This design comes from an exercise in tuning for small area, a short achievable clock period and few clock cycles per item on the open sky130 flow, not from production work.
The RTL was checked by simulation tests, not by an equivalence proof against the original design.
Power figures rest on the tool's default switching activity, not on a simulated workload.

File: run.sh
#!/bin/bash
# synth_recipe.tcl (not shown) runs the flow's synth.tcl, then flattens the netlist and writes it again
# the make line also repeats each setting of config.mk as NAME=value (left out here)
make -C /OpenROAD-flow-scripts/flow DESIGN_CONFIG=/design/flow/config.mk WORK_HOME=/design/flow/orfs CLKGATE_MAP_FILE= SYNTH_SCRIPT=/design/flow/synth_recipe.tcl finish
File: config.mk
export PLATFORM = sky130hd
export DESIGN_NAME = sorted_list_engine_core
export DESIGN_NICKNAME = sorted_list_engine_core
export VERILOG_FILES = /design/flow/design.v
export SDC_FILE = /design/flow/constraint.sdc
export NUM_CORES = 4
export LEC_CHECK = 0
export CAP_MARGIN = 20
export CORE_MARGIN = 2
export CORE_UTILIZATION = 40
export SLEW_MARGIN = 20
File: constraint.sdc
create_clock -name core_clock -period 6.0 [get_ports {clk}]
set_input_delay 1.2000 -clock core_clock [delete_from_list [all_inputs] [get_ports {clk}]]
set_output_delay 1.2000 -clock core_clock [all_outputs]
set_load 0.01 [all_outputs]
File: design.v
package sle_pkg;
	localparam int CAPACITY = 16;
	localparam int CNT_W    = $clog2(CAPACITY + 1);
	localparam int IDX_W    = (CAPACITY > 1) ? $clog2(CAPACITY) : 1;
	localparam int VAL_W    = 32;
	localparam int COUNT_W  = 5;
	typedef logic signed [VAL_W-1:0] val_t;
	typedef logic [CNT_W-1:0]        cnt_t;
	typedef logic [IDX_W-1:0]        idx_t;
	localparam logic [1:0] REQ_INS  = 2'd0;
	localparam logic [1:0] REQ_DEL  = 2'd1;
	localparam logic [1:0] REQ_DUMP = 2'd2;
	localparam logic [1:0] ST_OK       = 2'd0;
	localparam logic [1:0] ST_FULL     = 2'd1;
	localparam logic [1:0] ST_NOTFOUND = 2'd2;
	localparam logic [1:0] ST_EMPTY    = 2'd3;
	localparam logic [1:0] OP_HOLD = 2'd0;
	localparam logic [1:0] OP_INS  = 2'd1;
	localparam logic [1:0] OP_DEL  = 2'd2;
	localparam logic [1:0] OP_ROT  = 2'd3;
	typedef struct packed {
		logic [1:0] op;
		val_t       key;
	} sle_cmd_t;
endpackage
module sle_cell (
	input  logic     clk,
	input  sle_pkg::sle_cmd_t cmd,
	input  logic     valid,
	input  sle_pkg::val_t     left_val,
	input  logic     left_gt,
	input  sle_pkg::val_t     right_val,
	input  logic     right_valid,
	input  sle_pkg::val_t     head,
	input  logic     found_in,
	output sle_pkg::val_t     val,
	output logic     gt,
	output logic     found_out
);
	sle_pkg::val_t val_q;
	logic match;
	always_comb begin
		gt        = valid && (val_q > cmd.key);
		match     = valid && (val_q == cmd.key);
		found_out = found_in | match;
	end
	always_ff @(posedge clk) begin
		unique case (cmd.op)
			sle_pkg::OP_HOLD: val_q <= val_q;
			sle_pkg::OP_INS: begin
				if (!valid || gt)
					val_q <= left_gt ? left_val : cmd.key;
			end
			sle_pkg::OP_DEL: begin
				if (found_out)
					val_q <= right_val;
			end
			sle_pkg::OP_ROT: begin
				if (valid)
					val_q <= right_valid ? right_val : head;
			end
		endcase
	end
	assign val = val_q;
endmodule
module sle_chain (
	input  logic     clk,
	input  sle_pkg::sle_cmd_t cmd,
	input  sle_pkg::cnt_t     cnt,
	output sle_pkg::val_t     head,
	output logic     found
);
	sle_pkg::val_t                vals [sle_pkg::CAPACITY];
	logic [sle_pkg::CAPACITY-1:0] gts;
	logic [sle_pkg::CAPACITY-1:0] founds;
	logic [sle_pkg::CAPACITY-1:0] valids;
	assign head  = vals[0];
	assign found = founds[sle_pkg::CAPACITY-1];
	for (genvar i = 0; i < sle_pkg::CAPACITY; i++) begin : g_cell
		sle_pkg::val_t lval;
		logic lgt;
		sle_pkg::val_t rval;
		logic rvalid;
		logic fin;
		assign valids[i] = sle_pkg::cnt_t'(i) < cnt;
		if (i == 0) begin : g_first
			assign lval = cmd.key;
			assign lgt  = 1'b0;
			assign fin  = 1'b0;
		end else begin : g_inner
			assign lval = vals[i-1];
			assign lgt  = gts[i-1];
			assign fin  = founds[i-1];
		end
		if (i == sle_pkg::CAPACITY - 1) begin : g_last
			assign rval   = vals[i];
			assign rvalid = 1'b0;
		end else begin : g_mid
			assign rval   = vals[i+1];
			assign rvalid = valids[i+1];
		end
		sle_cell u_cell (
			.clk        (clk),
			.cmd        (cmd),
			.valid      (valids[i]),
			.left_val   (lval),
			.left_gt    (lgt),
			.right_val  (rval),
			.right_valid(rvalid),
			.head       (head),
			.found_in   (fin),
			.val        (vals[i]),
			.gt         (gts[i]),
			.found_out  (founds[i])
		);
	end
endmodule
module sorted_list_engine_core (
	input  logic               clk,
	input  logic               arst_n,
	input  logic               start,
	output logic               busy,
	input  logic [1:0]         req_type,
	input  logic signed [31:0] value,
	output logic               valid,
	output logic signed [31:0] item,
	output logic [4:0]         count,
	output logic [1:0]         status,
	output logic               last
);
	localparam logic [1:0] S_IDLE = 2'd0;
	localparam logic [1:0] S_EXEC = 2'd1;
	localparam logic [1:0] S_DUMP = 2'd2;
	logic [1:0]         state_q, state_d;
	logic [1:0]         req_q;
	sle_pkg::val_t               key_q;
	sle_pkg::cnt_t               cnt_q, cnt_d;
	sle_pkg::idx_t               idx_q, idx_d;
	sle_pkg::sle_cmd_t           cmd;
	sle_pkg::val_t               head;
	logic               found;
	logic               full;
	logic               dump_last;
	logic               res_v;
	sle_pkg::val_t               res_item;
	logic [1:0]         res_status;
	logic               res_last;
	logic [sle_pkg::CNT_W+4:0]   cnt_wide;
	logic               valid_q;
	sle_pkg::val_t               item_q;
	logic [sle_pkg::COUNT_W-1:0] count_q;
	logic [1:0]         status_q;
	logic               last_q;
	assign full      = (cnt_q == sle_pkg::cnt_t'(sle_pkg::CAPACITY));
	assign dump_last = (sle_pkg::cnt_t'(idx_q) + sle_pkg::cnt_t'(1)) == cnt_q;
	assign busy      = (state_q != S_IDLE);
	sle_chain u_chain (
		.clk  (clk),
		.cmd  (cmd),
		.cnt  (cnt_q),
		.head (head),
		.found(found)
	);
	always_comb begin
		state_d    = state_q;
		cnt_d      = cnt_q;
		idx_d      = idx_q;
		cmd.op     = sle_pkg::OP_HOLD;
		cmd.key    = key_q;
		res_v      = 1'b0;
		res_item   = key_q;
		res_status = sle_pkg::ST_OK;
		res_last   = 1'b1;
		unique case (state_q)
			S_IDLE: begin
				if (start)
					state_d = S_EXEC;
			end
			S_EXEC: begin
				state_d = S_IDLE;
				unique case (req_q)
					sle_pkg::REQ_INS: begin
						res_v = 1'b1;
						if (full) begin
							res_status = sle_pkg::ST_FULL;
						end else begin
							cmd.op = sle_pkg::OP_INS;
							cnt_d  = cnt_q + sle_pkg::cnt_t'(1);
						end
					end
					sle_pkg::REQ_DEL: begin
						res_v  = 1'b1;
						cmd.op = sle_pkg::OP_DEL;
						if (found)
							cnt_d = cnt_q - sle_pkg::cnt_t'(1);
						else
							res_status = sle_pkg::ST_NOTFOUND;
					end
					sle_pkg::REQ_DUMP: begin
						if (cnt_q == '0) begin
							res_v      = 1'b1;
							res_item   = '0;
							res_status = sle_pkg::ST_EMPTY;
						end else begin
							state_d = S_DUMP;
							idx_d   = '0;
						end
					end
					default: ;
				endcase
			end
			S_DUMP: begin
				res_v    = 1'b1;
				res_item = head;
				res_last = dump_last;
				cmd.op   = sle_pkg::OP_ROT;
				idx_d    = idx_q + sle_pkg::idx_t'(1);
				if (dump_last)
					state_d = S_IDLE;
			end
			default: state_d = S_IDLE;
		endcase
	end
	assign cnt_wide = {5'b0, cnt_d};
	always_ff @(posedge clk or negedge arst_n) begin
		if (!arst_n) begin
			state_q <= S_IDLE;
			cnt_q   <= '0;
			idx_q   <= '0;
			valid_q <= 1'b0;
		end else begin
			state_q <= state_d;
			cnt_q   <= cnt_d;
			idx_q   <= idx_d;
			valid_q <= res_v;
		end
	end
	always_ff @(posedge clk) begin
		if (start && !busy) begin
			req_q <= req_type;
			key_q <= value;
		end
		if (res_v) begin
			item_q   <= res_item;
			count_q  <= cnt_wide[sle_pkg::COUNT_W-1:0];
			status_q <= res_status;
			last_q   <= res_last;
		end
	end
	assign valid  = valid_q;
	assign item   = item_q;
	assign count  = count_q;
	assign status = status_q;
	assign last   = last_q;
endmodule
==> qor.yml <==
cts.sink_count: 598
antenna_found_initial: 19
post_synth_num_cell_types: 100
syn-instance-count: 4728
route.detailed.wl_per_inst_um: 40.09
cts_post_setup_buffers_inserted: 0
wirelength_um: 250700
fin_setup_tns_ns: 0
antenna_violating_nets_post_route: 0
synth_top_area_share: 0.3779
capture_instance_of_the_worst_register_to_register_path: "u_chain.g_cell[11].u_cell.val_q[29]"
cts_hold_buf: 0
mappedNetlistNets: 5285
htreeDepth: 3
yosys_warnings: 4
holdCritPathClass: "reg2reg"
combinational_family_with_the_most_area_after_synthesis: "compound AO/OA/AOI/OAI gates"
worstSetupEndpoint: "u_chain.g_cell[11].u_cell.val_q[29]"
synth_compound_area_frac: 0.2161
power.leakage_uw: 0.02016
crit_required_ns: 6.34
dpl.hpwl_um: 175100
startpoint_type: "flip-flop"
fin_skew_ns: 0.04492
yosys.area.top_type: "edfxtp_1"
latest_clock_arrival_within_the_worst_skew_pair_ns: 0.71
min_period_ns: 5.554
cts.root.buffer_cell: "clkbuf_16"
tritoncts_clock_tree: "yes"
port_buffers: 78
clock.fmax_ghz: 0.1801
floorplan.core_area_um2: 115900
r2r_cells: 11
reg2reg_from: "key_q[7]"
synth-seq-area-share: 0.3844
area_growth_syn_to_layout_pct: 11.81
worst_setup_path_startpoint: "key_q[7]"
synth_area_leaders: "edfxtp_1 38%, ha_1 14%, mux2i_1 7.2%, nand2_1 4.9%, a21oi_1 4.2%"
io_pins: 79
synth_top_flop_cell: "edfxtp_1"
first_pass_grt_wire_length_um: 342800
max-cap-violations: 0
die-width_um: 345.2
critical_path.endpoint_type: "flip-flop"
synth_simple_gate_area_frac: 0.1400
synth-async-reset-ratio: 0.02007
rsz0062_at_grt: "false"
hold_slack_ns: 0.5089
worst-slew-pin-transition_ns: 1.342
first_pass_iters: 8
via_per_inst: 7.399
slew_headroom: 0.09600
drc: 0
globalRouteTotalUtil: 0.4068
row_count: 125
gp_routability_congestion: 1.097
routed-via-count: 46280
clockBufferDepth: 3
floorplan.initialDensity: 0.4018
worst_r2r_setup_slack_ns: 0.45
slew_violations: 0
floorplan.die_area_um2: 119200
num-nets-final: 5221
synth_edf_count: 586
holdCritStartpoint: "idx_q[1]"
floorplan.die.height_um: 345.2
post_synthesis_register_bit_count: 598
synthMostInstantiatedCell: "nand2_1"
report.final.setup_viol: 0
post_cts.resized_instances: 0
outcome: "no timing/DRC/antenna violations"
clk_transition_reported_paths_ns: 0.06
drt-initial-drc-count: 9197
number_of_global_route_vias_before_repair: 42010
pin_count_of_the_biggest_net_entering_global_routing: 116
vdd_ir_drop_max_mv: 0.4105
cts_made_buffers: 74
adder_cell_fraction_of_synth_area: 0.1397
synth.top_cells.by_count: "609 x nand2_1, 586 x edfxtp_1, 520 x ha_1"
overflow: 0
finalCritPeriodShare: 0.9257
xor_and_xnor_fraction_of_the_mapped_netlist_area: 0.001317
syn_area_um2: 46560
hold_violations: 0
critPathMaxFanout: 16
layout-drive-gt1-share: 0.09268
power-per-cell-area_nw_per_um2: 551.0
critPathKind: "reg2reg"
synthesis.area_per_instance_um2: 9.849
muxShareOfSynthArea: 0.07411
critPathArrivalTime_ns: 5.89
-- cells in the final DEF (no fill, tap or decap), types with 78 or more instances in the layout --
| master | count |
|---|---|
| nand4_1 | 178 |
| a22oi_1 | 118 |
| o21ai_0 | 150 |
| ha_1 | 518 |
| nand3_1 | 212 |
| o211ai_1 | 251 |
| mux2i_1 | 332 |
| a21oi_1 | 389 |
| buf_4 | 145 |
| o221ai_1 | 154 |
| nand2_1 | 606 |
| nor2_1 | 139 |
| inv_1 | 94 |
| edfxtp_1 | 586 |
| clkdlybuf4s50_1 | 78 |
-- state kept, by name, indices dropped and copies added (netlist names) --
register and count:
cnt_q 5, count_q 5, idx_q 4, item_q 32
key_q 32, last_q 1, req_q 2, state_q 2
status_q 2, u_chain.g_cell.u_cell.val_q 512, valid_q 1
-- worst min-delay path by stage --
stage | cells past startpoint | end | slack [ns]
global placement | 2 | idx_q[1] | 0.49
detailed placement | 2 | idx_q[1] | 0.50
global route | 2 | idx_q[1] | 0.56
floorplan | 2 | idx_q[1] | 0.47
CTS | 2 | idx_q[1] | 0.51
finish | 2 | idx_q[1] | 0.51
-- critical path, stage by stage, from the launching register on --
cell and delay, ns:
edfxtp_1 0.67, inv_1 0.51, ha_1 0.50, nand4_1 0.20, nor4_1 0.88, nand4_1 0.39
o22ai_1 0.30, nand3b_1 0.16, or3_1 0.19, nor2_1 0.06, nor3_2 0.81, buf_4 0.48
-- power breakdown --
| group | total, uW | switching [uW] | internal, uW |
|---|---|---|---|
| sequential | 9440 | 2350 | 7090 |
| combinational | 14200 | 9790 | 4450 |
| clock | 5010 | 2060 | 2950 |
| total | 28700 | 14200 | 14500 |
-- cell type report --
cell class                      count  area (um2)
Sequential cell                   598       17900
Multi-Input combinational cell   3657       27130
Clock inverter                     49       633.1
Clock buffer                       89        1961
Tap cell                         1524        1907
Antenna cell                        5       12.51
Timing Repair Buffer              237        2150
Fill cell                       10910       63830
Inverter                           96       367.9
-- through the flow --
step	total power (uW)	std cells	util	cell area (um2)	setup WS, ns
6_report	28690	6255	0.4492	52060	0.4460
2_1_floorplan	16090	4728	-	46580	0.01953
4_1_cts	27740	6250	0.4490	52040	0.7351
3_3_place_gp	22600	6112	0.4266	49440	0.7632
3_5_place_dp	22780	6112	0.4266	49440	0.7667
5_1_grt	29330	6250	0.4491	52050	0.4177
-- logic make-up (layout without fill, tap and decap cells) --
| kind of cell | count (synthesis) | count (layout) |
|---|---|---|
| AOI/OAI and AO/OA | 1431 | 1431 |
| other | 0 | 5 |
| buffers and inverters | 473 | 471 |
| muxes | 342 | 342 |
| xor gates and xnor gates | 7 | 7 |
| and+or+nand+nor | 1357 | 1357 |
| DFF | 598 | 598 |
| adders and majority gates | 520 | 520 |
-- per-layer routing --
metal | share of wire | wire length (um) | GRT usage
met4 | 0.068 | 17070 | 0.2277
met1 | 0.37 | 93950 | 0.5407
met2 | 0.40 | 100000 | 0.5710
met3 | 0.16 | 39610 | 0.1440
met5 | 0.00030 | 74 | 0
Testbench counts, summed over its fixed seeds: cycles 10,664, requests 3,200.

## separate check: timing with driven ports
The results above use ideal ports. As a check the final layout listed here was re-extracted and re-timed, cells and wires unchanged.
Step 1 assumes that a clkbuf_16 drives the clock port and a buf_2 every other input.
Step 2 adds t to the input delays and takes it off the output delays; t is the mean of the earliest and latest rising clock arrival at the registers after step 1. Input paths then give back, and output paths get back, about the clock's delay inside the block.
a / b / c = ideal ports / drivers / drivers and shift; a / b = the first two.
t (ns): 0.764
slack for setup (ns): 0.446 / 0.446 / 0.446
slew at the worst register clock pin (ns): 0.07 / 0.07
After both steps this run still meets setup and hold. For this run, drivers alone change the setup slack by 0.000 ns; drivers and shift together by 0.000 ns.
